From an optimization exercise on the open Yosys and OpenROAD flow, aimed at small area, a short achievable clock period and few clock cycles per item; shortcuts taken in it are not production practice. In this exercise RTL edits were held to simulation tests only and were not proved equivalent to the original. Power is estimated from default activity; no workload was simulated.

==> flow/design.v <==
`timescale 1ns / 1ps
package lcpg_pkg;
  localparam int FREQ_W   = 20;
  localparam int DUR_W    = 19;
  localparam int IDX_W    = 16;
  localparam int STEPS_W  = 17;
  localparam int RELOAD_W = 16;
  localparam int FREQ_MIN_HZ     = 4000;
  localparam int FREQ_MAX_HZ     = 500000;
  localparam int DURATION_MIN_US = 100;
  localparam int STEPS_MAX       = 65536;
  localparam int SLOPE_Q_W = $clog2(FREQ_MAX_HZ / DURATION_MIN_US + 1);
  localparam int START_FREQ_RST = 10000;
  localparam int STOP_FREQ_RST  = 200000;
  localparam int DURATION_RST   = 1000;
  localparam int CFG_IDX_W = 2;
  typedef logic [CFG_IDX_W-1:0] cfg_idx_t;
  localparam cfg_idx_t CFG_START_FREQ = 2'd0;
  localparam cfg_idx_t CFG_STOP_FREQ  = 2'd1;
  localparam cfg_idx_t CFG_DURATION   = 2'd2;
  typedef enum logic [2:0] {
    ST_IDLE,
    ST_DIV,
    ST_MUL,
    ST_RLD,
    ST_PUSH
  } state_t;
endpackage
`timescale 1ns / 1ps
module lcpg_div #(
  parameter int W = 21
) (
  input  logic [W-1:0] a,
  input  logic [W-1:0] b,
  output logic [W-1:0] d,
  output logic         ge
);
  localparam int LV = $clog2(W);
  logic [W-1:0] g, p;
  logic [W-1:0] gl [0:LV];
  logic [W-1:0] pl [0:LV];
  assign g = a & ~b;
  assign p = ~(a ^ b);
  assign gl[0] = {g[W-1:1], g[0] | p[0]};
  assign pl[0] = {p[W-1:1], 1'b0};
  genvar l, i;
  generate
    for (l = 0; l < LV; l++) begin : g_lv
      for (i = 0; i < W; i++) begin : g_bit
        if (((i >> l) & 1) == 1) begin : g_op
          localparam int J = ((i >> l) << l) - 1;
          assign gl[l+1][i] = gl[l][i] | (pl[l][i] & gl[l][J]);
          assign pl[l+1][i] = pl[l][i] & pl[l][J];
        end else begin : g_pass
          assign gl[l+1][i] = gl[l][i];
          assign pl[l+1][i] = pl[l][i];
        end
      end
    end
  endgenerate
  assign d  = {p[W-1:1] ^ gl[LV][W-2:0], ~p[0]};
  assign ge = gl[LV][W-1];
endmodule
`timescale 1ns / 1ps
import lcpg_pkg::*;
module lcpg_mul (
  input  logic                        clk,
  input  logic                        rst_n,
  input  logic                        start,
  input  logic [lcpg_pkg::FREQ_W-1:0] mcand,
  input  logic [lcpg_pkg::IDX_W-1:0]  mplier,
  output logic [lcpg_pkg::FREQ_W-1:0] product,
  output logic                        done
);
  localparam int CNT_W = $clog2(IDX_W);
  logic [FREQ_W-1:0] mcand_r;
  logic [FREQ_W-1:0] acc_r, acc_nxt;
  logic [IDX_W-1:0]  mpl_r;
  logic [CNT_W-1:0]  cnt_r;
  logic              busy_r;
  logic              done_r;
  always_comb begin
    acc_nxt = {acc_r[FREQ_W-2:0], 1'b0} + (mpl_r[IDX_W-1] ? mcand_r : '0);
  end
  always_ff @(posedge clk) begin
    if (start) begin
      mcand_r <= mcand;
      mpl_r   <= mplier;
      acc_r   <= '0;
      cnt_r   <= '0;
    end else if (busy_r) begin
      acc_r   <= acc_nxt;
      mpl_r   <= {mpl_r[IDX_W-2:0], 1'b0};
      cnt_r   <= cnt_r + CNT_W'(1);
    end
  end
  always_ff @(posedge clk) begin
    if (!rst_n) begin
      busy_r <= 1'b0;
      done_r <= 1'b0;
    end else begin
      done_r <= busy_r && (cnt_r == CNT_W'(IDX_W - 1));
      if (start) begin
        busy_r <= 1'b1;
      end else if (busy_r && (cnt_r == CNT_W'(IDX_W - 1))) begin
        busy_r <= 1'b0;
      end
    end
  end
  assign product = acc_r;
  assign done    = done_r;
endmodule
`timescale 1ns / 1ps
import lcpg_pkg::*;
module linear_chirp_period_generator #(
  parameter int TIMER_CLOCK_HZ = 168000000,
  parameter int STEP_US        = 10
) (
  input  logic                          clk,
  input  logic                          rst_n,
  input  logic                          cfg_we,
  input  lcpg_pkg::cfg_idx_t            cfg_index,
  input  logic [lcpg_pkg::FREQ_W-1:0]   cfg_data,
  input  logic                          in_valid,
  output logic                          in_stall,
  input  logic                          in_restart,
  output logic                          out_valid,
  input  logic                          out_stall,
  output logic [lcpg_pkg::RELOAD_W-1:0] out_reload_value,
  output logic [lcpg_pkg::RELOAD_W-2:0] out_compare_value,
  output logic [lcpg_pkg::IDX_W-1:0]    out_step_number,
  output logic                          out_last_step
);
  localparam int NQ   = 16;
  localparam int CK_W = $clog2(TIMER_CLOCK_HZ + 1);
  localparam logic [CK_W-1:0] CK = CK_W'(TIMER_CLOCK_HZ);
  localparam logic [NQ-1:0] CUT_K = 16'h7FFF;
  localparam int SB   = 1;
  localparam int SQ   = 13;
  localparam int SU_N = (SQ + SB - 1) / SB;
  localparam int G_W  = DUR_W;
  localparam int C_LOAD = 1;
  localparam int C_DIV0 = 2;
  localparam int C_FIN  = C_DIV0 + SU_N;
  localparam logic [FREQ_W-1:0] FMIN = FREQ_W'(FREQ_MIN_HZ);
  localparam logic [FREQ_W-1:0] FMAX = FREQ_W'(FREQ_MAX_HZ);
  function automatic int rem_w(input int i);
    rem_w = FREQ_W;
    for (int b = FREQ_W; b >= 1; b--) begin
      if ((TIMER_CLOCK_HZ >> i) < (1 << b)) rem_w = b;
    end
  endfunction
  logic [FREQ_W-1:0] start_freq_r;
  logic [FREQ_W-1:0] stop_freq_r;
  logic [DUR_W-1:0]  duration_r;
  logic              su_busy_r;
  logic [4:0]        su_cnt_r;
  logic [IDX_W-1:0]  i_r;            
  logic [FREQ_W-1:0] x_r;            
  logic [FREQ_W-1:0] lo_r;           
  logic [FREQ_W-1:0] hi_r;           
  logic [FREQ_W-1:0] f_r;            
  logic [IDX_W-1:0]  delta_r;        
  logic [G_W-1:0]    g_r;            
  logic              z_r;            
  logic              w_r;            
  logic [1:0]        pq_cnt_r;
  logic              pq0_r, pq1_r;   
  logic              o_v_r, k_v_r;
  logic [NQ-1:0]     o_q_r, k_q_r;
  logic              o_l_r, k_l_r;
  logic              k_z_r;
  logic [IDX_W-1:0]  step_r;         
  logic              consume;
  logic              in_accept;
  logic              ring_r;
  logic              recirc;
  logic              ex_write, o_free, ok_full;
  logic [IDX_W-1:0]  step_inc;
  logic [IDX_W-1:0]  cur_i;
  logic              s_gt_p;
  logic [FREQ_W-1:0] s_lo, p_lo, s_hi, p_hi;
  logic [FREQ_W-1:0] lo_c, hi_c, diff_c;
  logic [FREQ_W:0]   df_t;
  logic [DUR_W-1:0]  dur_c;
  always_comb begin
    s_gt_p = start_freq_r > stop_freq_r;
    s_lo   = (start_freq_r <= FMIN) ? FMIN : start_freq_r;
    p_lo   = (stop_freq_r  <= FMIN) ? FMIN : stop_freq_r;
    s_hi   = (start_freq_r >= FMAX) ? FMAX : start_freq_r;
    p_hi   = (stop_freq_r  >= FMAX) ? FMAX : stop_freq_r;
    lo_c   = s_gt_p ? p_lo : s_lo;
    hi_c   = s_gt_p ? s_hi : p_hi;
    df_t   = {1'b0, hi_r} - {1'b0, lo_r};
    diff_c = df_t[FREQ_W] ? '0 : df_t[FREQ_W-1:0];
    dur_c  = (duration_r <= DUR_W'(DURATION_MIN_US)) ? DUR_W'(DURATION_MIN_US)
                                                     : duration_r;
  end
  always_ff @(posedge clk) begin
    if (!rst_n) begin
      start_freq_r <= FREQ_W'(START_FREQ_RST);
      stop_freq_r  <= FREQ_W'(STOP_FREQ_RST);
      duration_r   <= DUR_W'(DURATION_RST);
    end else begin
      if (cfg_we && (cfg_index == CFG_START_FREQ)) start_freq_r <= cfg_data;
      if (cfg_we && (cfg_index == CFG_STOP_FREQ))  stop_freq_r  <= cfg_data;
      duration_r <= (cfg_we && (cfg_index == CFG_DURATION)) ? cfg_data[DUR_W-1:0] : dur_c;
    end
  end
  always_ff @(posedge clk) begin
    lo_r <= lo_c;
    hi_r <= hi_c;
    i_r  <= cur_i;
    x_r  <= FREQ_W'(i_r) * FREQ_W'(STEP_US);
  end
  assign step_inc = step_r + IDX_W'(1);
  assign cur_i    = z_r ? '0 : step_inc;
  logic [G_W-1:0]    sd_r [0:SB];
  logic [SB-1:0]     sd_q;
  logic [FREQ_W-1:0] hz_add, hz_acc;
  logic [G_W+1:0]    g_fin;
  assign sd_r[0] = g_r;
  genvar k;
  generate
    for (k = 0; k < SB; k++) begin : g_sd
      logic [G_W:0] t;
      logic [G_W:0] d;
      logic         ge;
      assign t = {sd_r[k], delta_r[SQ-1-k]};
      lcpg_div #(.W(G_W + 1)) u_sub (.a(t), .b({1'b0, duration_r}), .d(d), .ge(ge));
      assign sd_q[SB-1-k] = ge;
      assign sd_r[k+1]    = ge ? d[G_W-1:0] : t[G_W-1:0];
    end
  endgenerate
  always_comb begin
    hz_add = '0;
    for (int b = 0; b < SB; b++) begin
      if (delta_r[b]) hz_add = hz_add + (x_r << b);
    end
    hz_acc = (f_r << SB) + hz_add;
    g_fin  = (G_W+2)'(duration_r) - (G_W+2)'(x_r);
  end
  always_ff @(posedge clk) begin
    if (!rst_n) begin
      su_busy_r <= 1'b1;
      su_cnt_r  <= '0;
    end else if (cfg_we) begin
      su_busy_r <= 1'b1;
      su_cnt_r  <= (cfg_index == CFG_DURATION) ? 5'(C_LOAD) : 5'd0;
    end else if (su_busy_r) begin
      su_cnt_r <= su_cnt_r + 5'd1;
      if (su_cnt_r == 5'(C_FIN)) su_busy_r <= 1'b0;
    end
  end
  logic              zero_b, last_b;
  logic [FREQ_W-1:0] f_b;
  logic [G_W-1:0]    g_b;
  always_comb begin
    zero_b = pq0_r || z_r || w_r;
    f_b    = zero_b ? lo_r : f_r;
    g_b    = zero_b ? duration_r : g_r;
    last_b = (g_b < G_W'(2 * STEP_US));
  end
  always_ff @(posedge clk) begin
    if (!rst_n) begin
      z_r <= 1'b1;
      w_r <= 1'b0;
    end else if (su_busy_r) begin
      if (su_cnt_r == 5'(C_FIN)) begin
        w_r <= g_fin[G_W+1] || (g_fin < (G_W+2)'(STEP_US));
      end
    end else if (consume) begin
      z_r <= last_b;
      w_r <= 1'b0;
    end
  end
  always_ff @(posedge clk) begin
    if (su_busy_r) begin
      if (su_cnt_r == 5'(C_LOAD)) begin
        g_r     <= G_W'(diff_c >> SQ);
        delta_r <= IDX_W'(diff_c[SQ-1:0]);
        f_r     <= '0;
      end else if (su_cnt_r == 5'(C_FIN)) begin
        f_r     <= lo_r + hz_acc;
        delta_r <= IDX_W'(delta_r[SQ-1:0]) * IDX_W'(STEP_US);
        g_r     <= g_fin[G_W-1:0];
      end else if (su_cnt_r != 5'd0) begin
        g_r     <= sd_r[SB];
        delta_r <= {delta_r[IDX_W-SB-1:0], sd_q};
        f_r     <= (su_cnt_r == 5'(C_DIV0)) ? '0 : hz_acc;
      end
    end else if (consume) begin
      f_r <= f_b + FREQ_W'(delta_r);
      g_r <= g_b - G_W'(STEP_US);
    end
  end
  assign in_stall  = pq_cnt_r[1];
  assign in_accept = in_valid && !pq_cnt_r[1];
  assign consume   = (pq_cnt_r != 2'd0) && !su_busy_r && !recirc && !ring_r;
  always_ff @(posedge clk) begin
    if (!rst_n) begin
      pq_cnt_r <= 2'd0;
    end else begin
      pq_cnt_r <= pq_cnt_r + 2'(in_accept) - 2'(consume);
    end
  end
  always_ff @(posedge clk) begin
    if (consume) begin
      pq0_r <= (pq_cnt_r == 2'd2) ? pq1_r : in_restart;
    end else if (in_accept && (pq_cnt_r == 2'd0)) begin
      pq0_r <= in_restart;
    end
    if (in_accept) begin
      pq1_r <= in_restart;
    end
  end
  logic [FREQ_W-1:0] dv_r [0:NQ];
  logic [FREQ_W-1:0] dv_f [0:NQ];
  logic [NQ-1:0]     dv_q [0:NQ];
  logic              dv_v [0:NQ];
  logic              dv_z [0:NQ];
  logic              dv_l [0:NQ];
  logic              dv_h [0:NQ];
  assign dv_r[0] = FREQ_W'(TIMER_CLOCK_HZ >> NQ);
  assign dv_q[0] = '0;
  assign dv_f[0] = recirc ? dv_f[NQ] : f_b;
  assign dv_v[0] = recirc || consume;
  assign dv_z[0] = recirc ? dv_z[NQ] : zero_b;
  assign dv_l[0] = recirc ? dv_l[NQ] : last_b;
  assign dv_h[0] = recirc && (!ring_r || dv_h[NQ]);
  generate
    for (k = 0; k < NQ; k++) begin : g_stage
      localparam int BI = NQ - 1 - k;
      localparam int RW = rem_w(BI);
      logic [FREQ_W:0]   t;
      logic [FREQ_W:0]   d;
      logic              ge;
      logic [FREQ_W-1:0] rn;
      logic [NQ-1:0]     qn;
      assign t = {dv_r[k], CK[BI]};
      lcpg_div #(.W(FREQ_W + 1)) u_sub (.a(t), .b({1'b0, dv_f[k]}), .d(d), .ge(ge));
      always_comb begin
        rn = FREQ_W'(RW'(ge ? d[FREQ_W-1:0] : t[FREQ_W-1:0]));
        qn = {dv_q[k][NQ-2:0], ge};
      end
      if (CUT_K[k] && (k < NQ - 1)) begin : g_reg
        logic [FREQ_W-1:0] r_q;
        logic [FREQ_W-1:0] f_q;
        logic [NQ-1:0]     q_q;
        logic              v_q, z_q, l_q, h_q;
        always_ff @(posedge clk) begin
          if (!rst_n) begin
            v_q <= 1'b0;
          end else begin
            v_q <= dv_v[k];
          end
        end
        always_ff @(posedge clk) begin
          r_q <= rn;
          f_q <= dv_f[k];
          q_q <= qn;
          z_q <= dv_z[k];
          l_q <= dv_l[k];
          h_q <= dv_h[k];
        end
        assign dv_r[k+1] = r_q;
        assign dv_f[k+1] = f_q;
        assign dv_q[k+1] = q_q;
        assign dv_v[k+1] = v_q;
        assign dv_z[k+1] = z_q;
        assign dv_l[k+1] = l_q;
        assign dv_h[k+1] = h_q;
      end else begin : g_wire
        assign dv_r[k+1] = rn;
        assign dv_f[k+1] = dv_f[k];
        assign dv_q[k+1] = qn;
        assign dv_v[k+1] = dv_v[k];
        assign dv_z[k+1] = dv_z[k];
        assign dv_l[k+1] = dv_l[k];
        assign dv_h[k+1] = dv_h[k];
      end
    end
  endgenerate
  assign ok_full  = o_v_r && k_v_r;
  assign recirc   = dv_v[NQ] && (ok_full || (ring_r && !dv_h[NQ]));
  assign ex_write = dv_v[NQ] && !recirc;
  always_ff @(posedge clk) begin
    if (!rst_n) begin
      ring_r <= 1'b0;
    end else if (ring_r) begin
      if (dv_v[NQ] && dv_h[NQ] && !ok_full) ring_r <= 1'b0;
    end else begin
      ring_r <= recirc;
    end
  end
  logic              o_load;
  logic              k_load;
  logic              src_z;
  assign o_free = !o_v_r || !out_stall;
  assign o_load = o_free && (k_v_r || ex_write);
  assign k_load = ex_write && !(o_free && !k_v_r);
  assign src_z  = k_v_r ? k_z_r : dv_z[NQ];
  always_ff @(posedge clk) begin
    if (!rst_n) begin
      o_v_r <= 1'b0;
      k_v_r <= 1'b0;
    end else if (o_free) begin
      o_v_r <= k_v_r || ex_write;
      k_v_r <= k_v_r && ex_write;
    end else begin
      k_v_r <= k_v_r || ex_write;
    end
  end
  always_ff @(posedge clk) begin
    if (o_load) begin
      o_q_r  <= k_v_r ? k_q_r : dv_q[NQ];
      o_l_r  <= k_v_r ? k_l_r : dv_l[NQ];
      step_r <= src_z ? '0 : step_inc;
    end
    if (k_load) begin
      k_q_r <= dv_q[NQ];
      k_l_r <= dv_l[NQ];
      k_z_r <= dv_z[NQ];
    end
  end
  assign out_valid         = o_v_r;
  assign out_reload_value  = o_q_r;
  assign out_compare_value = o_q_r[NQ-1:1];
  assign out_step_number   = step_r;
  assign out_last_step     = o_l_r;
endmodule
==> flow/run.sh <==
#!/bin/bash
# synth_recipe.tcl (not shown) runs the flow's synth.tcl, then flattens the netlist and writes it again
# the make line also repeats each setting of config.mk as NAME=value (left out here)
make -C /OpenROAD-flow-scripts/flow DESIGN_CONFIG=/design/flow/config.mk WORK_HOME=/design/flow/orfs CLKGATE_MAP_FILE= SYNTH_SCRIPT=/design/flow/synth_recipe.tcl finish
==> flow/config.mk <==
export PLATFORM = sky130hd
export DESIGN_NAME = linear_chirp_period_generator
export DESIGN_NICKNAME = linear_chirp_period_generator
export VERILOG_FILES = /design/flow/design.v
export SDC_FILE = /design/flow/constraint.sdc
export NUM_CORES = 4
export LEC_CHECK = 0
export CAP_MARGIN = 20
export CORE_MARGIN = 2
export CORE_UTILIZATION = 40
export SETUP_SLACK_MARGIN = 4.0
export SLEW_MARGIN = 20
==> flow/constraint.sdc <==
create_clock -name core_clock -period 7.0 [get_ports {clk}]
set_input_delay 1.4000 -clock core_clock [delete_from_list [all_inputs] [get_ports {clk}]]
set_output_delay 1.4000 -clock core_clock [all_outputs]
set_load 0.01 [all_outputs]
==> run notes, run 1 <==
* Layout Skew at 0.0581 ns
* Clock tree buffer depth at 3
* Root buffer cell: clkbuf_16
* Critical Path RT at 7.44 ns
* TritonCTS Buffers at 105
* Die area at 119000 um2
* P_leak at 24.7 nW
* Outcome: finished clean
* # setup viols final at 0
* Final worst slack at 2.86 ns
* Multi-input logic area at 25900 um2
* Worst Setup Start Kind: flip-flop
* Worst slew pin tran at 1.12 ns
* Vias in the first global route at 32.7k
* CP Capture Type: flip-flop
* FFs w/ async S/R, synth at 0
* DRC at 0
* CTS tree: built
* Via density at 5.06
* TNS Setup at 0 ns
* # diodes at 0
* Clock slew at reported path FFs at 0.06 ns
* Drt wl/cell at 17.5 um
* Die outline width at 345 um
* Final HPWL DP at 78700 um
* # fillers at 10.3k
* DR pass1 iterations at 7
* Net count after synthesis at 5116
* CP max FO at 6
* Row count at 125
* Seq. cell area at 21300 um2
* FF-to-FF End: f_r[18]
* Unrepaired setup endpoints after global routing: yes
* Peak Freq at 242 MHz
* Clk Latency, worst-skew pair at 0.73 ns
* WP data arrival at 4.58 ns
* Worst r2r src: delta_r[0]
* Synth-to-layout area growth at 25.2%
* NumNets Final at 5494
* Post-synth cell types at 95
* Crit path time final at 4.14 ns
* Average cell area after synthesis at 10.2 um2
* Total core area at 116000 um2
* Die Ht at 345 um
* Critical path class: flip-flop to flip-flop
* Max-cap violation count at 0
* Total Routing Usage GR at 0.184
* Ports at 78
* Power per cell area at 435 nW/um2
* Clk sinks at 1007
* # port buffers at 77
* Fin. max-slew vios at 0
* Initial core utilization at 0.402
* Total power at 25.4 mW
* Final period utilization at 0.591
* Detail Route Antenna Nets at 0
* Synth Instances at 4569
* Ys flop type: dfxtp_1
* Overflow after GRT at 0
* Pin count of the biggest net entering global routing at 84
* Post-Place Setup Slack at 2.34 ns
* Worst Hold Class: flip-flop to flip-flop
* FF+latch count, synth at 1007
* Cells on Worst Hold Path at 0
* Worst min-delay path startpoint: dv_q[10][6]
* Max VDD drop at 0.000270 V
* Hold buffers post-CTS at 0
* Number of synthesized flops with an enable pin at 108
* Rel. slew slack at 0.254
* Part of the Yosys area used for sequential elements at 0.456
* Share of layout cells above drive strength 1 at 0.224
* Initial antenna violation count at 3
* YS warnings at 15
* Placer Congestion at 0.906
* Fin. Hold Viols at 0
* Drt first-iter violations at 1638
* Worst hold endpoint: dv_q[11][7]
* Reg2reg setup slack at 2.86 ns
* Vias at 33.2k
* R2R depth at 18
* Htree depth at 3
* Mapped Area at 46600 um2
* Total Routed Length at 115000 um
* Global-route wire length before repair at 178000 um
## power breakdown
part	total, mW	internal (mW)	leakage [nW]	switching, mW
logic	11.2	5.93	14.4	5.30
clock network	5.96	3.57	1.87	2.39
registers	8.23	7.30	8.45	0.931
## through the flow
stage | std cells | hold WS (ns) | util | instance area, um2
after floorplan | 4569 | 0.310 | - | 46900
after global placement | 6082 | 0.310 | 0.425 | 49200
after detailed placement | 6082 | 0.312 | 0.425 | 49200
after CTS | 6498 | 0.305 | 0.486 | 56300
after global routing | 6563 | 0.301 | 0.504 | 58400
final | 6563 | 0.307 | 0.504 | 58400
## worst max-delay path by stage
stage,startpoint,depth (start not counted),slack [ns],endpoint
after detailed placement,delta_r[0],18,2.34,f_r[18]
after global placement,delta_r[0],18,2.40,f_r[18]
final,delta_r[0],18,2.86,f_r[18]
after CTS,delta_r[0],19,2.92,f_r[18]
after global routing,delta_r[0],16,2.65,f_r[18]
after floorplan,delta_r[0],20,2.87,f_r[18]
## layout make-up
cell class,count,area share
Multi-Input combinational cell,3006,0.443
Sequential cell,1007,0.366
Timing Repair inverter,1,0.000107
Clock inverter,43,0.0112
Clock buffer,156,0.0542
Timing Repair Buffer,369,0.0636
Tap cell,1524,0.0327
Inverter,457,0.0295
## cells by family after synthesis
logic type,Yosys count,synth area share
and+or+nand+nor,1024,0.105
DFF,1007,0.456
AOI/OAI and AO/OA,919,0.130
buffers and inverters,571,0.0483
adders and majority gates,519,0.151
xor gates and xnor gates,299,0.0562
muxes,229,0.0542
other,1,0.0000804
## state kept, by name, indices dropped and copies added (netlist names), 20 cells and up
| name | count |
|---|---|
| hi_r | 20 |
| stop_freq_r | 20 |
| dv_r | 112 |
| lo_r | 20 |
| dv_q | 120 |
| g_stage.g_reg.f_q | 300 |
| g_stage.g_reg.r_q | 160 |
| f_r | 20 |
| start_freq_r | 20 |
## synthesized netlist by cell type (11+ instances only)
| library cell | instances | area, um2 |
|---|---|---|
| o221ai_1 | 11 | 96.3 |
| a21o_1 | 73 | 548 |
| o211ai_1 | 26 | 195 |
| a21oi_1 | 255 | 1280 |
| edfxtp_1 | 108 | 3240 |
| o41ai_1 | 11 | 96.3 |
| dfxtp_1 | 899 | 18000 |
| a21boi_0 | 54 | 405 |
| or4_1 | 13 | 97.6 |
| ha_1 | 446 | 5580 |
| a22oi_1 | 19 | 143 |
| buf_2 | 15 | 75.1 |
| mux2i_1 | 52 | 521 |
| or3_1 | 22 | 138 |
| mux2_2 | 175 | 1970 |
| o21ai_0 | 182 | 911 |
| nor2b_1 | 63 | 394 |
| nand4_1 | 20 | 125 |
| o21bai_1 | 21 | 158 |
| and2_1 | 60 | 375 |
| xnor2_1 | 195 | 1710 |
| a211oi_1 | 26 | 195 |
| nand2b_1 | 45 | 282 |
| fa_1 | 73 | 1460 |
| nor4_1 | 17 | 106 |
| a22o_1 | 19 | 166 |
| xor2_1 | 104 | 911 |
| or2_2 | 21 | 131 |
| buf_4 | 17 | 128 |
| nor3_1 | 69 | 345 |
| inv_1 | 456 | 1710 |
| nor2_1 | 288 | 1080 |
| a2bb2oi_1 | 13 | 114 |
| clkbuf_1 | 71 | 267 |
| and3_1 | 26 | 163 |
| a31oi_1 | 32 | 200 |
| o21a_1 | 35 | 263 |
| o22ai_1 | 17 | 106 |
| nand2_1 | 286 | 1070 |
| nand3_1 | 61 | 305 |
## placed cells by master (no fill, tap or decap), drive strengths merged, types with 28 or more instances in the layout
cell,count
dfxtp,899
inv,465
ha,446
nor2,288
nand2,287
buf,284
a21oi,258
xnor2,195
o21ai,192
mux2,176
clkbuf,164
edfxtp,108
xor2,104
a21o,73
fa,73
nor3,72
nor2b,63
nand3,61
and2,61
a21boi,56
mux2i,53
dlygate4sd2,50
nand2b,45
o21a,37
a31oi,34
o211ai,29
a211oi,28
## per-layer routing
metal / routed length, um / track usage / vias to the layer above
li1: - / - / 16600
met1: 53500 / 0.246 / 15900
met2: 53400 / 0.307 / 572
met3: 4250 / 0.0247 / 191
met4: 3720 / 0.0609 / 0
met5: 0 / 0 / -
## critical path, cell delays in order (launching register included)
cell	delay (ns)
edfxtp_1	0.49
buf_6	0.18
and2_4	0.14
ha_4	0.16
fa_2	0.38
a21oi_4	0.16
o21ai_2	0.10
a31oi_1	0.28
nor2_1	0.07
o21a_1	0.23
ha_4	0.29
and4_4	0.25
nand3_4	0.08
nor3_4	0.13
a211oi_2	0.07
a311o_1	0.30
o21ai_1	0.17
xor2_1	0.08
a221o_1	0.30
## repair_timing
item                       in CTS  in global routing
gates cloned                   22                 11
resized for setup             408                351
setup buffers                 195                 54
pin swaps                     155                154
setup endpoints to repair     441                358
Testbench counts, summed over its fixed seeds: cycles 4,864, items 2,688.
==> inputs of run 2 (changes only) <==
--- a/flow/design.v
+++ b/flow/design.v
@@ -134,7 +134,7 @@
   localparam int NQ   = 16;
   localparam int CK_W = $clog2(TIMER_CLOCK_HZ + 1);
   localparam logic [CK_W-1:0] CK = CK_W'(TIMER_CLOCK_HZ);
-  localparam logic [NQ-1:0] CUT_K = 16'h7FFF;
+  localparam logic [NQ-1:0] CUT_K = 16'h2AAA;
   localparam int SB   = 1;
   localparam int SQ   = 13;
   localparam int SU_N = (SQ + SB - 1) / SB;
--- a/flow/config.mk
+++ b/flow/config.mk
@@ -8,5 +8,5 @@
 export CAP_MARGIN = 20
 export CORE_MARGIN = 2
 export CORE_UTILIZATION = 40
-export SETUP_SLACK_MARGIN = 4.0
+export SETUP_SLACK_MARGIN = 3.5
 export SLEW_MARGIN = 20
==> run 2 against run 1 <==
Still clean on timing, DRC and antenna. Sequential share of layout area down 9.5 points. Maximum frequency down 22%. Routed wire length down 4.8%. Cell area down 16%. Worst setup slack worse by 1.1 ns. Global-route usage up 3.1 points. Clock power down 36%. Die area down 18%. Critical endpoint is now g_stage[11].g_reg.r_q[6].
==> run notes, run 2 <==
* Leading cell type in the layout, fill and taps excluded: dfxtp_1
* Synth-to-layout area growth at 28.5%
* Most frequent cells in the layout: dfxtp_1 (450), ha_1 (380), inv_1 (325)
* Clock tree buffer depth at 3
* Post-route cell area at 49200 um2
* Vias at 31.1k
* CP max stage cell: fa_2
* FFs w/ async S/R, synth at 0
* TritonCTS Buffers at 71
* CP Buf/Inv Count at 23
* Outcome: finished clean
* Combinational share of power at 0.688
* Max VDD drop at 0.000473 V
* Critical path class: flip-flop to flip-flop
* Post-synth cell types at 89
* Synth cell count leaders: dfxtp_1 (499), ha_1 (450), inv_1 (357)
* Synth Instances at 4098
* CTS tree: built
* YS warnings at 15
* FF+latch count, synth at 607
* TNS Setup at 0 ns
* P_leak at 20.8 nW
* Clock slew at reported path FFs at 0.06 ns
* Ports at 78
* Final HPWL DP at 77400 um
* Rel. slew slack at 0.283
* Pin count of the biggest net entering global routing at 76
* Psw at 11.0 mW
* Main area contributors after synthesis: dfxtp_1 (26%), ha_1 (15%), edfxtp_1 (8.5%)
* Placer Congestion at 0.882
* Largest Register: g_stage.g_reg.f_q
* Global-route wire length before repair at 169000 um
* Vias in the first global route at 30.6k
* Crit-path leading delay family: buffers and inverters
* Average cell area after synthesis at 9.34 um2
* Yosys top cell area share at 0.261
* Number of synthesized flops with an enable pin at 108
* Drt wl/cell at 18.8 um
* Clk sinks at 607
* Share of layout cells above drive strength 1 at 0.245
* Die outline width at 313 um
* Ys flop type: dfxtp_1
* Die Ht at 313 um
* Total core area at 94900 um2
* Placed instance area at 41400 um2
* Initial core utilization at 0.404
* Total Routed Length at 109000 um
* # port buffers at 77
* Mapped Area at 38300 um2
* Unrepaired setup endpoints after global routing: yes
* Layout Skew at 0.0248 ns
* WP data arrival at 5.81 ns
* Fin. max-slew vios at 0
* CP max FO at 5
* Clk Latency, worst-skew pair at 0.64 ns
* Part of the Yosys area used for sequential elements at 0.346
* Int Power at 17.6 mW
* Max-cap violation count at 0
* Total Routing Usage GR at 0.216
* Largest register FFs at 140
* NumNets Final at 5044
* DRC at 0
* Worst Hold Class: flip-flop to flip-flop
* Detail Route Antenna Nets at 0
* Initial antenna violation count at 1
* Top-count cell post-synth: dfxtp_1
* CP Capture Type: flip-flop
* Clk pwr share at 0.133
* Worst slew pin tran at 1.08 ns
* Reg power frac at 0.179
* Htree depth at 3
* Power per cell area at 581 nW/um2
* Most used cell along the critical path: buf_4
* # diodes at 0
* Critical Path RT at 7.53 ns
* Final period utilization at 0.755
* Worst Setup Start Kind: flip-flop
* DR pass1 iterations at 5
* Peak Freq at 189 MHz
* Root buffer cell: clkbuf_16
* Fin. Hold Viols at 0
* Crit path time final at 5.28 ns
* Overflow after GRT at 0
* Row count at 113
* Critical Path Max Stage Delay at 0.38 ns
* Die area at 98200 um2
* Via density at 5.34
* Switching Share at 0.384
* Drt first-iter violations at 1893
* Net count after synthesis at 4644
* Area leader, netlist: dfxtp_1
* # setup viols final at 0
-- run 2: changes by cell type after synthesis, moves of 22 or more --
cell	before	now
dfxtp_1	899	499
nand2_1	286	308
mux2_2	175	146
a21oi_1	255	227
inv_1	456	357
o21a_1	35	59
-- run 2: what timing repair did --
action,CTS,global route
endpoints found under the setup margin,206,204
gates cloned,22,3
endpoints found under the hold margin,0,0
pin swaps,137,166
resized for setup,331,257
setup buffers,223,86
hold buffers,0,0
-- run 2: power by group through the flow --
stage / Sequential (mW) / Clock (mW) / Combinational (mW)
floorplan: 4.87 / 0 / 12.1
global placement: 5.16 / 0 / 13.9
detailed placement: 5.15 / 0 / 14.1
CTS: 5.08 / 3.87 / 18.1
global route: 5.17 / 4.00 / 21.4
finish: 5.11 / 3.80 / 19.7
-- run 2: logic make-up (layout without fill, tap and decap cells) --
group                      after synthesis  after routing  synth area share
AOI/OAI and AO/OA                      949            951             0.164
xor gates and xnor gates               297            297            0.0683
adders and majority gates              518            518             0.183
buffers and inverters                  474            929            0.0490
DFF                                    607            607             0.346
muxes                                  223            223            0.0636
other                                    1              1         0.0000979
and+or+nand+nor                       1029           1030             0.127
-- run 2: through the flow --
step	utilization	hold WS, ns	cells	total power [mW]	setup slack [ns]
2_1_floorplan	-	0.310	4098	16.9	1.71
3_3_place_gp	0.436	0.310	5356	19.1	1.10
3_5_place_dp	0.436	0.312	5356	19.3	1.01
4_1_cts	0.499	0.305	5732	27.0	1.65
5_1_grt	0.519	0.326	5821	30.6	1.46
6_report	0.519	0.308	5821	28.6	1.72
-- run 2: final timing paths --
check,from,endpoint,slack [ns],cells after the start
setup / recovery,g_stage[9].g_reg.r_q[0],g_stage[11].g_reg.r_q[6],1.72,34
hold / removal,dv_q[12][1],dv_q[14][3],0.31,0
setup reg to reg,g_stage[9].g_reg.r_q[0],g_stage[11].g_reg.r_q[6],1.72,34
hold reg to reg,dv_q[12][1],dv_q[14][3],0.31,0
-- run 2: area by class of cell --
type,count,area (um2)
Sequential cell,607,13300
Fill cell,8386,45700
Tap cell,1265,1580
Timing Repair Buffer,436,4330
Inverter,361,1420
Clock buffer,96,2000
Timing Repair inverter,1,11.3
Multi-Input combinational cell,3020,26200
Clock inverter,35,379
-- run 2: routing by layer --
| metal | routed length (um) | up-vias | share of wire | track usage |
|---|---|---|---|---|
| met5 | 0 | - | 0 | 0 |
| met4 | 3530 | 0 | 0.032 | 0.0702 |
| met3 | 4290 | 188 | 0.039 | 0.0254 |
| met2 | 50400 | 661 | 0.46 | 0.355 |
| met1 | 51200 | 14900 | 0.47 | 0.295 |
| li1 | - | 15300 | - | - |
Testbench counts of run 2, summed over its fixed seeds: cycles 4,352, items 2,688.
==> inputs of run 3 (changes only) <==
--- a/flow/design.v
+++ b/flow/design.v
@@ -135,8 +135,8 @@
   localparam int CK_W = $clog2(TIMER_CLOCK_HZ + 1);
   localparam logic [CK_W-1:0] CK = CK_W'(TIMER_CLOCK_HZ);
   localparam logic [NQ-1:0] CUT_K = 16'h2AAA;
-  localparam int SB   = 1;
-  localparam int SQ   = 13;
+  localparam int SB   = 2;
+  localparam int SQ   = 14;
   localparam int SU_N = (SQ + SB - 1) / SB;
   localparam int G_W  = DUR_W;
   localparam int C_LOAD = 1;
@@ -281,7 +281,7 @@
         delta_r <= IDX_W'(diff_c[SQ-1:0]);
         f_r     <= '0;
       end else if (su_cnt_r == 5'(C_FIN)) begin
-        f_r     <= lo_r + hz_acc;
+        f_r     <= lo_r + (f_r << SB) + hz_add;
         delta_r <= IDX_W'(delta_r[SQ-1:0]) * IDX_W'(STEP_US);
         g_r     <= g_fin[G_W-1:0];
       end else if (su_cnt_r != 5'd0) begin
==> run 3 against run 2 <==
Flip-flop and latch count unchanged. Cell area increased by 6.8%. Clock-buffer cell count decreased by 5. Routed wire length increased by 7.1%. Sequential share of layout area decreased by 1.6 points. First-iteration DRC count increased by 19%.
==> run notes, run 3 <==
* Ports at 78
* Total core area at 102000 um2
* Unrepaired setup endpoints after global routing: yes
* Switching Share at 0.393
* Vias in the first global route at 33.0k
* TNS Setup at 0 ns
* FFs w/ async S/R, synth at 0
* Synth Instances at 4395
* Worst Hold Class: flip-flop to flip-flop
* XOR/XNOR Fraction of Synth Area at 0.0666
* Pin count of the biggest net entering global routing at 76
* FF+latch count, synth at 607
* Max-cap violation count at 0
* Worst slew pin tran at 1.12 ns
* Reg2reg setup slack at 1.65 ns
* FF-to-FF End: g_r[1]
* Worst r2r src: delta_r[13]
* Critical path class: flip-flop to flip-flop
* Synth cell count leaders: dfxtp_1 (499), ha_1 (484), inv_1 (418)
* Critical Path RT at 7.37 ns
* Synth Area in Adders at 0.191
* Clock slew at reported path FFs at 0.07 ns
* Synth-to-layout area growth at 27.7%
* CP Buf/Inv Count at 6
* Initial antenna violation count at 3
* Peak Freq at 187 MHz
* # port buffers at 77
* Largest Register: g_stage.g_reg.f_q
* Area leader, netlist: dfxtp_1
* CTS tree: built
* Mapped Area at 41100 um2
* Post-Synth Simple-Gate Area at 0.121
* Main area contributors after synthesis: dfxtp_1 (24%), ha_1 (15%), edfxtp_1 (7.9%)
* Largest family of logic cells by synthesized area: adder cells
* Hold buffers post-CTS at 0
* Psw at 11.8 mW
* Reg power frac at 0.172
* Rel. slew slack at 0.251
* Die outline width at 325 um
* Clk sinks at 607
* R2R depth at 24
* Combinational share of power at 0.698
* Drt wl/cell at 18.8 um
* CP Capture Type: flip-flop
* P_leak at 22.5 nW
* Htree depth at 3
* Setup crit start: delta_r[13]
* NumNets Final at 5392
* Int Power at 18.2 mW
* Clk pwr share at 0.130
* CP max FO at 7
* Fin. max-slew vios at 0
* Part of the Yosys area used for sequential elements at 0.322
* Layout Skew at 0.0258 ns
* DRC at 0
* Outcome: finished clean
* Multiplexer area fraction after synthesis at 0.0781
* Drt first-iter violations at 2261
* Detail Route Antenna Nets at 0
* Clk Latency, worst-skew pair at 0.64 ns
* Share of layout cells above drive strength 1 at 0.249
* Die area at 105000 um2
* Vias at 33.2k
* Finished Core Util at 0.516
* Overflow after GRT at 0
* Via density at 5.35
* Post-synth cell types at 99
* Fin. Hold Viols at 0
* Critical Path Max Stage Delay at 0.41 ns
* Total Routed Length at 117000 um
* CP Depth at 24
* Worst min-delay path startpoint: dv_q[10][5]
* Clock tree buffer depth at 3
* Root buffer cell: clkbuf_16
* Power per cell area at 570 nW/um2
* Initial core utilization at 0.404
* WP data arrival at 5.72 ns
* Global-route wire length before repair at 183000 um
* YS warnings at 15
* Number of synthesized flops with an enable pin at 108
* Final HPWL DP at 85700 um
* Top-count cell post-synth: dfxtp_1
* Final worst slack at 1.65 ns
* Most used cell along the critical path: buf_12
* Most frequent cells in the layout: dfxtp_1 (433), ha_1 (398), inv_1 (364)
* Average cell area after synthesis at 9.36 um2
* CP max stage cell: edfxtp_1
* Crit path time final at 5.35 ns
* Total Routing Usage GR at 0.216
* Final period utilization at 0.764
* Die Ht at 325 um
* Largest register FFs at 140
* Crit-path leading delay family: compound AO/OA/AOI/OAI gates
* Post-Place Setup Slack at 1.12 ns
* Compound-cell area share of the yosys netlist at 0.170
* Net count after synthesis at 4998
* Yosys top cell area share at 0.243
* DR pass1 iterations at 8
* Max VDD drop at 0.000371 V
* # setup viols final at 0
* Ys flop type: dfxtp_1
* Leading cell type in the layout, fill and taps excluded: dfxtp_1
* Worst setup path end: g_r[1]
* Placer Congestion at 0.937
* Worst Setup Start Kind: flip-flop
* Crit path cell chain: inv_2, ha_4, inv_2, fa_2, a211oi_2, o211a_1, o211ai_1, a21o_1, a311oi_4, buf_12, buf_12, mux2_4, ha_4, o21a_1, o2111ai_4, o221ai_4, a21oi_4, o21ai_4, a221oi_4, buf_12, buf_12, mux2_4, a21oi_2, o21ai_1
* TritonCTS Buffers at 72
* Row count at 117
## run 3: changes by cell type after synthesis, moves of 22 or more
cell     delta
mux2_2     +57
xor2_1     +23
fa_1       +23
inv_1      +61
a21oi_1    +22
ha_1       +34
a21o_1     +33
## run 3: how the worst min path moves through the flow
stage | cells past startpoint | slack, ns | endpoint
3_3_place_gp | 0 | 0.31 | g_stage[3].g_reg.h_q
2_1_floorplan | 0 | 0.31 | dv_q[10][2]
3_5_place_dp | 0 | 0.31 | dv_q[12][3]
5_1_grt | 0 | 0.33 | g_stage[9].g_reg.z_q
4_1_cts | 0 | 0.32 | dv_q[12][7]
6_report | 0 | 0.31 | dv_q[12][7]
## run 3: logic make-up (layout without fill, tap and decap cells)
group | count (synthesis) | after routing
AOI/OAI and AO/OA | 1036 | 1037
xor gates and xnor gates | 313 | 313
adders and majority gates | 575 | 575
buffers and inverters | 527 | 976
DFF | 607 | 607
muxes | 294 | 294
other | 1 | 4
and+or+nand+nor | 1042 | 1043
## run 3: through the flow
step           power [mW]  instance area, um2  std cells  hold WS (ns)
2_1_floorplan        17.8               42600       4395         0.310
3_3_place_gp         20.2               44700       5772         0.310
3_5_place_dp         20.4               44700       5772         0.312
4_1_cts              28.3               50800       6127         0.322
5_1_grt              32.1               52500       6214         0.332
6_report             29.9               52500       6217         0.315
## run 3: power groups by stage
stage	clock network, mW	logic (mW)	registers (mW)
after global routing	4.10	22.8	5.22
after CTS	3.97	19.2	5.14
final	3.89	20.9	5.15
after detailed placement	0	15.2	5.21
after floorplan	0	12.9	4.93
after global placement	0	15.0	5.22
## run 3: cell type report
cell class,count,area [um2]
timing repair buffer,425,4230
clock buffer,91,2050
antenna,3,7.51
multi-input combinational,3263,29100
fill,9187,49400
inverter,420,1620
clock inverter,40,407
tap,1368,1710
sequential,607,13400
## run 3: what timing repair did
action | CTS | global route
gates cloned | 17 | 1
setup buffers | 207 | 85
resized for setup | 364 | 210
endpoints found under the setup margin | 178 | 190
pin swaps | 149 | 144
## run 3: routing by layer
metal,track usage,wire length [um],up-vias
li1,-,-,16400
met2,0.358,53800,739
met4,0.0656,3440,0
met3,0.0270,5320,192
met1,0.293,54600,15900
met5,0,0,-
Testbench counts of run 3, summed over its fixed seeds: cycles 3,968, items 2,688.
==> inputs of run 4 (changes only) <==
--- a/flow/config.mk
+++ b/flow/config.mk
@@ -8,5 +8,5 @@
 export CAP_MARGIN = 20
 export CORE_MARGIN = 2
 export CORE_UTILIZATION = 40
-export SETUP_SLACK_MARGIN = 3.5
+export SETUP_SLACK_MARGIN = 2.0
 export SLEW_MARGIN = 20
==> run 4 against run 3 <==
Non-clock buffer count is 44 lower. Clock-buffer cell count is 4 higher. Clock skew is 0.0079 ns higher. Sequential share of layout area is 0.66 points higher. Critical endpoint is now g_r[12]. Still clean. Synthesized cell count stayed put. Highest routed layer unchanged.
==> run notes, run 4 <==
* Critical Path RT at 7.40 ns
* Worst hold endpoint: g_stage[9].g_reg.h_q
* Multiplexer area fraction after synthesis at 0.0781
* Met3 Wirelength at 4820 um
* Clk sinks at 607
* Final HPWL DP at 85800 um
* Clk Latency, worst-skew pair at 0.66 ns
* # setup viols final at 0
* CP max FO at 5
* Root buffer cell: clkbuf_16
* Post-Route M1 WL at 53800 um
* Fin. max-slew vios at 0
* Max-cap violation count at 0
* Uppermost routed layer: met4
* Initial antenna violation count at 5
* Net count after synthesis at 4998
* Ys flop type: dfxtp_1
* DR pass1 iterations at 5
* Area leader, netlist: dfxtp_1
* Initial core utilization at 0.404
* Clock tree buffer depth at 3
* Max VDD drop at 0.000335 V
* Final worst slack at 1.66 ns
* Worst Hold Class: flip-flop to flip-flop
* Main area contributors after synthesis: dfxtp_1 (24%), ha_1 (15%), edfxtp_1 (7.9%)
* Global-route wire length before repair at 181000 um
* FF-to-FF End: g_r[12]
* P_leak at 22.0 nW
* Finished Core Util at 0.501
* YS warnings at 15
* Via density at 5.36
* Unrepaired setup endpoints after global routing: yes
* Total core area at 102000 um2
* Row count at 117
* Crit path time final at 5.34 ns
* Die outline width at 325 um
* Cells on Worst Hold Path at 0
* Seq. cell area at 13300 um2
* Final hold slack at 0.314 ns
* Largest family of logic cells by synthesized area: adder cells
* Part of the Yosys area used for sequential elements at 0.322
* Worst slew pin tran at 1.03 ns
* Drt wl/cell at 19.0 um
* CTS tree: built
* Clock slew at reported path FFs at 0.06 ns
* Die Ht at 325 um
* Outcome: finished clean
* Total Routed Length at 117000 um
* WL met2 at 54600 um
* Most frequent cells in the layout: dfxtp_1 (451), ha_1 (423), inv_1 (384)
* Final period utilization at 0.762
* Post-Synth Simple-Gate Area at 0.121
* Critical path class: flip-flop to flip-flop
* FFs w/ async S/R, synth at 0
* DRC at 0
* Detail Route Antenna Nets at 0
* Reg2reg setup slack at 1.66 ns
* Fin. Hold Viols at 0
* Number of synthesized flops with an enable pin at 108
* Worst Setup Start Kind: flip-flop
* R2R depth at 25
* Pin count of the biggest net entering global routing at 76
* Mapped Area at 41100 um2
* Peak Freq at 187 MHz
* # port buffers at 77
* XOR/XNOR Fraction of Synth Area at 0.0666
* Layout Skew at 0.0337 ns
* Largest register FFs at 140
* Synth cell count leaders: dfxtp_1 (499), ha_1 (484), inv_1 (418)
* CP Capture Type: flip-flop
* Synth Area in Adders at 0.191
* Vias in the first global route at 32.4k
* Post-Place Setup Slack at 0.898 ns
* Power per cell area at 566 nW/um2
* Top-count cell post-synth: dfxtp_1
* Synth-to-layout area growth at 24.1%
* FF+latch count, synth at 607
* Drt first-iter violations at 2079
* Average cell area after synthesis at 9.36 um2
* Synth Instances at 4395
* TritonCTS Buffers at 71
* Placer Congestion at 0.924
* # fillers at 9251
* Worst r2r src: delta_r[13]
* WP data arrival at 5.74 ns
* Post-synth cell types at 99
* Rel. slew slack at 0.316
* Multi-input logic area at 28200 um2
* Total Routing Usage GR at 0.215
* Leading cell type in the layout, fill and taps excluded: dfxtp_1
* NumNets Final at 5349
* Htree depth at 3
* TNS Setup at 0 ns
* Share of layout cells above drive strength 1 at 0.215
* Largest Register: g_stage.g_reg.f_q
* Vias at 33.1k
* Hold buffers post-CTS at 0
* Worst min-delay path startpoint: g_stage[7].g_reg.h_q
* Die area at 105000 um2
* Overflow after GRT at 0
* Compound-cell area share of the yosys netlist at 0.170
* Ports at 78
* Yosys top cell area share at 0.243
## run 4: area by class of cell
type                            count  area share
Multi-Input combinational cell   3265       0.552
Sequential cell                   607       0.261
Clock inverter                     37     0.00855
Tap cell                         1368      0.0335
Inverter                          420      0.0312
Timing Repair Buffer              381      0.0740
Antenna cell                        1   0.0000490
Clock buffer                       95      0.0394
## run 4: layer usage
layer / GRT usage / vias up
li1: - / 16300
met1: 0.287 / 15900
met2: 0.355 / 692
met3: 0.0244 / 185
met4: 0.0825 / 0
met5: 0 / -
## run 4: how the worst max path moves through the flow
| stage | slack, ns | to | start |
|---|---|---|---|
| floorplan | 1.63 | dv_r[2][10] | pq0_r |
| global placement | 0.93 | g_stage[7].g_reg.r_q[14] | g_stage[5].g_reg.f_q[2] |
| detailed placement | 0.90 | g_stage[7].g_reg.r_q[14] | g_stage[5].g_reg.f_q[2] |
| CTS | 1.59 | g_r[12] | delta_r[13] |
| global route | 1.42 | f_r[19] | delta_r[0] |
| finish | 1.66 | g_r[12] | delta_r[13] |
## run 4: per-stage QoR
step,power [mW],instances,instance area [um2]
after floorplan,16.7,4395,41700
after global placement,19.3,5771,43800
after global routing,31.0,6173,51100
final,28.9,6174,51100
after detailed placement,19.5,5772,43800
after CTS,27.1,6077,49400
## run 4: where the power goes
part,internal (mW),switching [mW],leakage [nW]
clock,2.22,1.63,1.20
combinational,10.6,9.22,15.6
sequential,4.54,0.686,5.15
total,17.4,11.5,22.0
## run 4: kinds of logic after synthesis
logic type	Yosys count
AO/OA/AOI/OAI	1036
XOR/XNOR	313
AND/OR/NAND/NOR	1042
multiplexers	294
flip-flops	607
other	1
adder cells (fa/ha/maj)	575
buffers and inverters	527
## run 4: repair_timing
item / in CTS / in global routing
pin swaps: 129 / 150
setup buffers: 158 / 95
resized for setup: 321 / 227
endpoints found under the setup margin: 167 / 162
gates cloned: 15 / 1
## run 4: worst max-delay path: stages (launching register included)
cell and delay, ns:
edfxtp_1 0.41, inv_2 0.12, ha_4 0.13, inv_2 0.03, fa_2 0.36, a211oi_4 0.27, o211a_1 0.22, o211ai_1 0.14
a21o_1 0.27, a311oi_4 0.26, buf_12 0.17, buf_12 0.11, mux2i_4 0.23, inv_2 0.07, ha_4 0.23, a211oi_4 0.24
o21a_1 0.22, o221ai_4 0.15, a21oi_2 0.22, o21ai_2 0.10, a221oi_4 0.29, buf_4 0.17, buf_12 0.13, mux2i_4 0.23
o22ai_1 0.10, a21o_1 0.18
==> inputs of run 5 (changes only) <==
--- a/flow/config.mk
+++ b/flow/config.mk
@@ -7,6 +7,6 @@
 export LEC_CHECK = 0
 export CAP_MARGIN = 20
 export CORE_MARGIN = 2
-export CORE_UTILIZATION = 40
-export SETUP_SLACK_MARGIN = 2.0
+export CORE_UTILIZATION = 60
+export SETUP_SLACK_MARGIN = 1.5
 export SLEW_MARGIN = 20
==> run 5 against run 4 <==
Die area down 33%. Critical path type unchanged. Cell count down 10%. Critical endpoint is now g_r[1]. Clock power decreased by 7.5%. Via count is 0.98% lower.
==> run notes, run 5 <==
* Outcome: finished clean
* Uppermost routed layer: met4
* Share of layout cells above drive strength 1 at 0.149
* Clock tree buffer depth at 3
* DR pass1 iterations at 6
* Root buffer cell: clkbuf_16
* Ys flop type: dfxtp_1
* Ports at 78
* CTS tree: built
* Worst slew pin tran at 1.05 ns
* Clk sinks at 607
* CP max stage cell: edfxtp_1
* Global-route wire length before repair at 174000 um
* CP Capture Type: flip-flop
* Critical Path RT at 7.33 ns
* Combinational share of power at 0.655
* Pin count of the biggest net entering global routing at 76
* Crit path time final at 5.51 ns
* Fin. Hold Viols at 0
* Final period utilization at 0.786
* Total Routing Usage GR at 0.312
* Reg power frac at 0.205
* Switching Share at 0.410
* YS warnings at 15
* Leading cell type in the layout, fill and taps excluded: dfxtp_1
* TNS Setup at 0 ns
* Worst Hold Class: flip-flop to flip-flop
* Die Ht at 266 um
* Area leader, netlist: dfxtp_1
* Post-Route M1 WL at 47300 um
* WL met2 at 55400 um
* Synth Instances at 4395
* Total core area at 68200 um2
* Synth-to-layout area growth at 15.3%
* Setup crit start: delta_r[13]
* Power per cell area at 534 nW/um2
* Psw at 10.4 mW
* Worst r2r src: delta_r[13]
* Placed instance area at 43000 um2
* # port buffers at 77
* Average cell area after synthesis at 9.36 um2
* Main area contributors after synthesis: dfxtp_1 (24%), ha_1 (15%), edfxtp_1 (7.9%)
* FF+latch count, synth at 607
* Total power at 25.3 mW
* Clock slew at reported path FFs at 0.06 ns
* Post-synth cell types at 99
* Layout Skew at 0.0200 ns
* Synth cell count leaders: dfxtp_1 (499), ha_1 (484), inv_1 (418)
* Overflow after GRT at 0
* Unrepaired setup endpoints after global routing: yes
* Placer Congestion at 0.956
* Detail Route Antenna Nets at 0
* Number of synthesized flops with an enable pin at 108
* Yosys top cell area share at 0.243
* Top-count cell post-synth: dfxtp_1
* WP data arrival at 5.83 ns
* CP max FO at 6
* TritonCTS Buffers at 68
* Int Power at 14.9 mW
* NumNets Final at 5204
* Clk Latency, worst-skew pair at 0.61 ns
* Max VDD drop at 0.000742 V
* Worst Setup Start Kind: flip-flop
* Drt first-iter violations at 2076
* Vias in the first global route at 32.1k
* Initial core utilization at 0.603
* Die outline width at 266 um
* Fin. max-slew vios at 0
* Max-cap violation count at 0
* Most frequent cells in the layout: dfxtp_1 (483), ha_1 (463), inv_1 (409)
* Critical Path Max Stage Delay at 0.42 ns
* Largest Register: g_stage.g_reg.f_q
* Vias at 32.7k
* Worst min-delay path startpoint: g_stage[3].g_reg.l_q
* Clk pwr share at 0.141
* Hold buffers post-CTS at 0
* Total Routed Length at 113000 um
* FFs w/ async S/R, synth at 0
* Post-route cell area at 47400 um2
* Via density at 5.91
* Finished Core Util at 0.695
* Peak Freq at 182 MHz
* P_leak at 20.8 nW
* Final HPWL DP at 85900 um
* Final hold slack at 0.322 ns
* Most used cell along the critical path: inv_2
* Die area at 70700 um2
* # setup viols final at 0
* Largest register FFs at 140
* # diodes at 0
* Met3 Wirelength at 4950 um
* Net count after synthesis at 4998
* Part of the Yosys area used for sequential elements at 0.322
* Crit path cell chain: inv_2, ha_4, inv_2, fa_2, a211oi_2, o211a_1, o211ai_1, a21o_1, a311oi_4, buf_6, buf_12, mux2i_4, inv_2, ha_4, a211oi_4, o21a_1, o221ai_2, a21oi_2, o21ai_2, a221oi_4, buf_4, mux2_4, a21oi_2, o21ai_1
* Mapped Area at 41100 um2
* DRC at 0
* Row count at 96
* Critical path class: flip-flop to flip-flop
* Htree depth at 3
* Rel. slew slack at 0.299
* Drt wl/cell at 20.5 um
* Initial antenna violation count at 1
run 5: final timing paths:
kind	to	slack [ns]	cells after the start
setup / recovery	g_r[1]	1.49	24
hold / removal	g_stage[5].g_reg.l_q	0.32	0
setup reg to reg	g_r[1]	1.49	24
hold reg to reg	g_stage[5].g_reg.l_q	0.32	0
run 5: area by class of cell:
type,instances,area (um2)
clock buffers,98,2000
clock inverters,28,229
fillers,5532,20800
inverters,420,1590
multi-input cells,3266,27000
flip-flops and latches,607,13300
well taps,882,1100
repair buffers,238,2290
run 5: per-layer routing:
layer | up-vias | track usage
met2 | 770 | 0.549
met4 | 0 | 0.145
met3 | 243 | 0.0338
met1 | 15700 | 0.383
li1 | 16100 | -
met5 | - | 0
run 5: critical path: cells and delay by family (launching register included):
| family | cells | cell delay, ns |
|---|---|---|
| buffers and inverters | 6 | 0.71 |
| DFF | 1 | 0.42 |
| muxes | 2 | 0.55 |
| adders and majority gates | 3 | 0.77 |
| AOI/OAI and AO/OA | 13 | 2.79 |
run 5: kinds of logic (layout without fill, tap and decap cells):
family | after synthesis | count (layout) | share of synthesized area
mux | 294 | 294 | 0.0781
fa+ha+maj | 575 | 575 | 0.191
flops | 607 | 607 | 0.322
xor+xnor | 313 | 313 | 0.0666
other cells | 1 | 1 | 0.0000911
compound gates | 1036 | 1039 | 0.170
simple gates | 1042 | 1044 | 0.121
buf+inv | 527 | 784 | 0.0510
run 5: repair_timing:
item	CTS	global route
pin swaps	26	97
gates cloned	5	7
gates resized for setup	61	212
endpoints found under the setup margin	158	156
setup buffers	29	71
run 5: power by group through the flow:
stage | logic (mW) | clock network (mW) | registers, mW
after floorplan | 11.5 | 0 | 4.91
after global placement | 13.9 | 0 | 5.24
after detailed placement | 14.1 | 0 | 5.23
after CTS | 14.9 | 3.62 | 5.17
after global routing | 18.3 | 3.76 | 5.24
final | 16.6 | 3.56 | 5.18
run 5: per-stage QoR:
step	setup slack, ns	std cells
after floorplan	1.52	4395
after global placement	0.698	5300
after detailed placement	0.592	5300
after CTS	1.48	5460
after global routing	1.30	5539
final	1.49	5539
==> inputs of run 6 (changes only) <==
--- a/flow/design.v
+++ b/flow/design.v
@@ -30,19 +30,17 @@
 module lcpg_div #(
   parameter int W = 21
 ) (
-  input  logic [W-1:0] a,
-  input  logic [W-1:0] b,
-  output logic [W-1:0] d,
+  input  logic [W-1:0] t,
+  input  logic [W-1:0] f,
+  output logic [W-1:0] r,
   output logic         ge
 );
   localparam int LV = $clog2(W);
-  logic [W-1:0] g, p;
   logic [W-1:0] gl [0:LV];
   logic [W-1:0] pl [0:LV];
-  assign g = a & ~b;
-  assign p = ~(a ^ b);
-  assign gl[0] = {g[W-1:1], g[0] | p[0]};
-  assign pl[0] = {p[W-1:1], 1'b0};
+  logic [W-1:0] bin;
+  assign gl[0] = ~t & f;
+  assign pl[0] = ~t | f;
   genvar l, i;
   generate
     for (l = 0; l < LV; l++) begin : g_lv
@@ -58,8 +56,9 @@
       end
     end
   endgenerate
-  assign d  = {p[W-1:1] ^ gl[LV][W-2:0], ~p[0]};
-  assign ge = gl[LV][W-1];
+  assign bin = {gl[LV][W-2:0], 1'b0};
+  assign ge  = ~gl[LV][W-1];
+  assign r   = t ^ ({W{ge}} & (f ^ bin));
 endmodule
 `timescale 1ns / 1ps
 import lcpg_pkg::*;
@@ -134,14 +133,15 @@
   localparam int NQ   = 16;
   localparam int CK_W = $clog2(TIMER_CLOCK_HZ + 1);
   localparam logic [CK_W-1:0] CK = CK_W'(TIMER_CLOCK_HZ);
-  localparam logic [NQ-1:0] CUT_K = 16'h2AAA;
-  localparam int SB   = 2;
-  localparam int SQ   = 14;
+  localparam logic [NQ-1:0] CUT_K = 16'h7FFF;
+  localparam int SB   = 1;
+  localparam int SQ   = 13;
   localparam int SU_N = (SQ + SB - 1) / SB;
   localparam int G_W  = DUR_W;
   localparam int C_LOAD = 1;
   localparam int C_DIV0 = 2;
-  localparam int C_FIN  = C_DIV0 + SU_N;
+  localparam int C_HRN  = C_DIV0 + SU_N;
+  localparam int C_FIN  = C_HRN + 1;
   localparam logic [FREQ_W-1:0] FMIN = FREQ_W'(FREQ_MIN_HZ);
   localparam logic [FREQ_W-1:0] FMAX = FREQ_W'(FREQ_MAX_HZ);
   function automatic int rem_w(input int i);
@@ -224,12 +224,12 @@
   generate
     for (k = 0; k < SB; k++) begin : g_sd
       logic [G_W:0] t;
-      logic [G_W:0] d;
+      logic [G_W:0] rn;
       logic         ge;
       assign t = {sd_r[k], delta_r[SQ-1-k]};
-      lcpg_div #(.W(G_W + 1)) u_sub (.a(t), .b({1'b0, duration_r}), .d(d), .ge(ge));
+      lcpg_div #(.W(G_W + 1)) u_sub (.t(t), .f({1'b0, duration_r}), .r(rn), .ge(ge));
       assign sd_q[SB-1-k] = ge;
-      assign sd_r[k+1]    = ge ? d[G_W-1:0] : t[G_W-1:0];
+      assign sd_r[k+1]    = rn[G_W-1:0];
     end
   endgenerate
   always_comb begin
@@ -280,9 +280,11 @@
         g_r     <= G_W'(diff_c >> SQ);
         delta_r <= IDX_W'(diff_c[SQ-1:0]);
         f_r     <= '0;
-      end else if (su_cnt_r == 5'(C_FIN)) begin
-        f_r     <= lo_r + (f_r << SB) + hz_add;
+      end else if (su_cnt_r == 5'(C_HRN)) begin
+        f_r     <= hz_acc;
         delta_r <= IDX_W'(delta_r[SQ-1:0]) * IDX_W'(STEP_US);
+      end else if (su_cnt_r == 5'(C_FIN)) begin
+        f_r     <= lo_r + f_r;
         g_r     <= g_fin[G_W-1:0];
       end else if (su_cnt_r != 5'd0) begin
         g_r     <= sd_r[SB];
@@ -338,9 +340,9 @@
       logic [FREQ_W-1:0] rn;
       logic [NQ-1:0]     qn;
       assign t = {dv_r[k], CK[BI]};
-      lcpg_div #(.W(FREQ_W + 1)) u_sub (.a(t), .b({1'b0, dv_f[k]}), .d(d), .ge(ge));
+      lcpg_div #(.W(FREQ_W + 1)) u_sub (.t(t), .f({1'b0, dv_f[k]}), .r(d), .ge(ge));
       always_comb begin
-        rn = FREQ_W'(RW'(ge ? d[FREQ_W-1:0] : t[FREQ_W-1:0]));
+        rn = FREQ_W'(RW'(d[FREQ_W-1:0]));
         qn = {dv_q[k][NQ-2:0], ge};
       end
       if (CUT_K[k] && (k < NQ - 1)) begin : g_reg
--- a/flow/config.mk
+++ b/flow/config.mk
@@ -7,6 +7,6 @@
 export LEC_CHECK = 0
 export CAP_MARGIN = 20
 export CORE_MARGIN = 2
-export CORE_UTILIZATION = 60
-export SETUP_SLACK_MARGIN = 1.5
+export CORE_UTILIZATION = 40
+export SETUP_SLACK_MARGIN = 4.2
 export SLEW_MARGIN = 20
==> run 6 against run 5 <==
Still clean on timing, DRC and antenna. Clock-buffer cell count grew 42. Global-route usage decreased by 12 points. Worst setup slack gained 1.6 ns. Die area grew 63%. Clock power increased by 68%. First-iteration DRC count is 5.3% higher. Utilization down 15 points. Flip-flop and latch count is 400 higher. Register-to-register slack improved by 1.6 ns. Non-clock buffer count grew 263. Via count is 4.6% higher. Power decreased by 8.4%. Critical path type unchanged. Critical endpoint is now f_r[16]. Highest routed layer is now met5.
==> run notes, run 6 <==
* Drt first-iter violations at 2185
* Clk pwr share at 0.258
* CP max FO at 2
* Clk sinks at 1007
* Area leader, netlist: dfxtp_1
* Top-count cell post-synth: dfxtp_1
* TNS Setup at 0 ns
* Combinational share of power at 0.386
* Finished Core Util at 0.543
* Detail Route Antenna Nets at 0
* Main area contributors after synthesis: dfxtp_1 (40%), xnor2_1 (8.5%), edfxtp_1 (7.2%)
* Clock slew at reported path FFs at 0.06 ns
* Fin. max-slew vios at 0
* CP Capture Type: flip-flop
* Global-route wire length before repair at 179000 um
* Int Power at 15.4 mW
* Critical path class: flip-flop to flip-flop
* P_leak at 24.4 nW
* Part of the Yosys area used for sequential elements at 0.473
* # setup viols final at 0
* Psw at 7.82 mW
* Max-cap violation count at 0
* Ys flop type: dfxtp_1
* Clock tree buffer depth at 3
* Yosys top cell area share at 0.401
* Final HPWL DP at 76600 um
* Final period utilization at 0.554
* Vias at 34.2k
* Total Routed Length at 116000 um
* Max VDD drop at 0.000256 V
* Layout Skew at 0.0507 ns
* FF+latch count, synth at 1007
* Pin count of the biggest net entering global routing at 85
* Synth Instances at 4679
* Worst Hold Class: flip-flop to flip-flop
* Mapped Area at 44900 um2
* Root buffer cell: clkbuf_16
* CTS tree: built
* Synth-to-layout area growth at 34.2%
* Total core area at 111000 um2
* Share of layout cells above drive strength 1 at 0.298
* Power per cell area at 385 nW/um2
* Fin. Hold Viols at 0
* Htree depth at 3
* Reg power frac at 0.355
* Critical Path RT at 7.54 ns
* Vias in the first global route at 33.1k
* Fin cells at 6773
* Ports at 78
* Initial antenna violation count at 4
* Inst Count DP at 6158
* Unrepaired setup endpoints after global routing: yes
* Via density at 5.06
* Die Ht at 339 um
* NumNets Final at 5404
* Most frequent cells in the layout: dfxtp_1 (778), xnor2_1 (371), inv_1 (312)
* Overflow after GRT at 0
* DRC at 0
* Hold buffers post-CTS at 0
* Worst slew pin tran at 1.19 ns
* Peak Freq at 258 MHz
* Net count after synthesis at 4889
* Initial core utilization at 0.405
* WP data arrival at 4.42 ns
* Number of synthesized flops with an enable pin at 108
* Largest register FFs at 300
* Synth cell count leaders: dfxtp_1 (899), nand2_1 (441), xnor2_1 (437)
* Final hold slack at 0.306 ns
* Placer Congestion at 0.889
* TritonCTS Buffers at 105
* Clk Latency, worst-skew pair at 0.72 ns
* FFs w/ async S/R, synth at 0
* Rel. slew slack at 0.208
* Die outline width at 339 um
* Worst Setup Start Kind: flip-flop
* Post-synth cell types at 93
* # port buffers at 77
* Drt wl/cell at 17.2 um
* Average cell area after synthesis at 9.60 um2
* Crit path time final at 3.88 ns
* Outcome: finished clean
* Row count at 122
* Leading cell type in the layout, fill and taps excluded: dfxtp_1
* YS warnings at 15
* Die area at 115000 um2
* Switching Share at 0.337
* Largest Register: g_stage.g_reg.f_q
* Total Routing Usage GR at 0.193
* DR pass1 iterations at 5
-- run 6: changes by cell type after synthesis, moves of 81 or more --
| cell | before | now |
|---|---|---|
| ha_1 | 484 | 175 |
| mux2_2 | 203 | 20 |
| inv_1 | 418 | 332 |
| dfxtp_1 | 499 | 899 |
| a21o_1 | 119 | 38 |
| nor2b_1 | 47 | 149 |
| maj3_1 | 0 | 91 |
| fa_1 | 91 | 7 |
| nand2b_1 | 46 | 143 |
| nand2_1 | 288 | 441 |
| xnor2_1 | 185 | 437 |
-- run 6: per-layer routing --
layer,GRT usage,vias to the layer above,part of all wire
li1,-,17000,-
met1,0.266,16300,0.47
met2,0.314,703,0.46
met3,0.0290,200,0.048
met4,0.0534,2,0.024
met5,0,-,0.00011
-- run 6: critical path, cell delays in order (launching register included) --
cell       delay [ns]
edfxtp_1         0.41
or3_4            0.44
nand2_2          0.10
nand2_2          0.07
ha_4             0.17
fa_2             0.33
a21o_1           0.17
a21oi_2          0.14
o21bai_1         0.09
a21oi_2          0.15
nor2b_1          0.06
o21a_1           0.19
o31a_1           0.30
o41ai_4          0.32
o2111ai_2        0.16
a21oi_2          0.23
xor2_1           0.17
nor2_1           0.06
a211oi_1         0.19
-- run 6: power groups by stage --
stage	logic (mW)	clock network [mW]	registers, mW
6_report	8.96	5.99	8.24
5_1_grt	9.72	6.36	8.39
4_1_cts	7.94	6.11	8.19
3_5_place_dp	6.22	0	8.28
3_3_place_gp	6.12	0	8.27
2_1_floorplan	5.41	0	7.91
-- run 6: final cells by class --
type / count / area, um2
inverter: 332 / 1270
clock inverter: 57 / 825
fill: 9542 / 50700
sequential: 1007 / 21500
timing repair buffer: 501 / 4830
multi-input combinational: 3247 / 27000
clock buffer: 140 / 3000
tap: 1488 / 1860
antenna: 1 / 2.50
-- run 6: cells by family after synthesis --
logic type / share of synthesized area
AND/OR/NAND/NOR: 0.147
flip-flops: 0.473
AO/OA/AOI/OAI: 0.134
XOR/XNOR: 0.119
buffers and inverters: 0.0390
adder cells (fa/ha/maj): 0.0744
multiplexers: 0.0137
other: 0.0000835
-- run 6: stage by stage --
| stage | setup slack [ns] | cell area [um2] | power, mW |
|---|---|---|---|
| floorplan | 2.94 | 46700 | 13.3 |
| global placement | 2.36 | 48700 | 14.4 |
| detailed placement | 2.37 | 48700 | 14.5 |
| CTS | 3.20 | 57600 | 22.2 |
| global route | 3.00 | 60300 | 24.5 |
| finish | 3.12 | 60300 | 23.2 |
-- run 6: final timing paths --
path | cells past startpoint | slack (ns) | start | endpoint
worst max-delay path | 18 | 3.12 | pq0_r | f_r[16]
worst min-delay path | 0 | 0.31 | dv_q[9][4] | dv_q[10][5]
worst min register to register | 0 | 0.31 | dv_q[9][4] | dv_q[10][5]
worst max register to register | 18 | 3.12 | pq0_r | f_r[16]
-- run 6: timing repair --
action,4_1_cts,5_1_grt
pin swaps,259,248
buffers inserted,264,122
resized for setup,726,376
cloned,25,5
endpoints found under the setup margin,449,418
Testbench counts of run 6, summed over its fixed seeds: cycles 4,928, items 2,688.

## port drivers added, routing unchanged
Ports are ideal in the flow. The routed layouts listed here were re-timed in OpenROAD.
Step 1, drivers: a clkbuf_16 drives clk and a buf_2 each remaining input, both assumed.
Step 2, shift: input delay + t, output delay - t, t = (earliest + latest rising clock arrival at the registers) / 2. This alone moves slack from input paths to output paths.
Three values: ideal, step 1, step 2; two values: the first two.
| run | t (ns) | setup slack, ns | hold WS [ns] |
|---|---|---|---|
| run 1 | 0.774 | 2.864 / 2.864 / 2.864 | 0.307 / 0.307 / 0.307 |
| run 2 | 0.694 | 1.716 / 1.716 / 1.716 | 0.308 / 0.308 / 0.308 |
| run 3 | 0.704 | 1.650 / 1.650 / 1.650 | 0.315 / 0.315 / 0.315 |
| run 4 | 0.724 | 1.664 / 1.664 / 1.664 | 0.314 / 0.314 / 0.314 |
| run 5 | 0.665 | 1.495 / 1.495 / 1.495 | 0.322 / 0.322 / 0.322 |
| run 6 | 0.762 | 3.122 / 3.122 / 3.122 | 0.306 / 0.306 / 0.306 |
After both steps setup and hold are still met in every run listed.
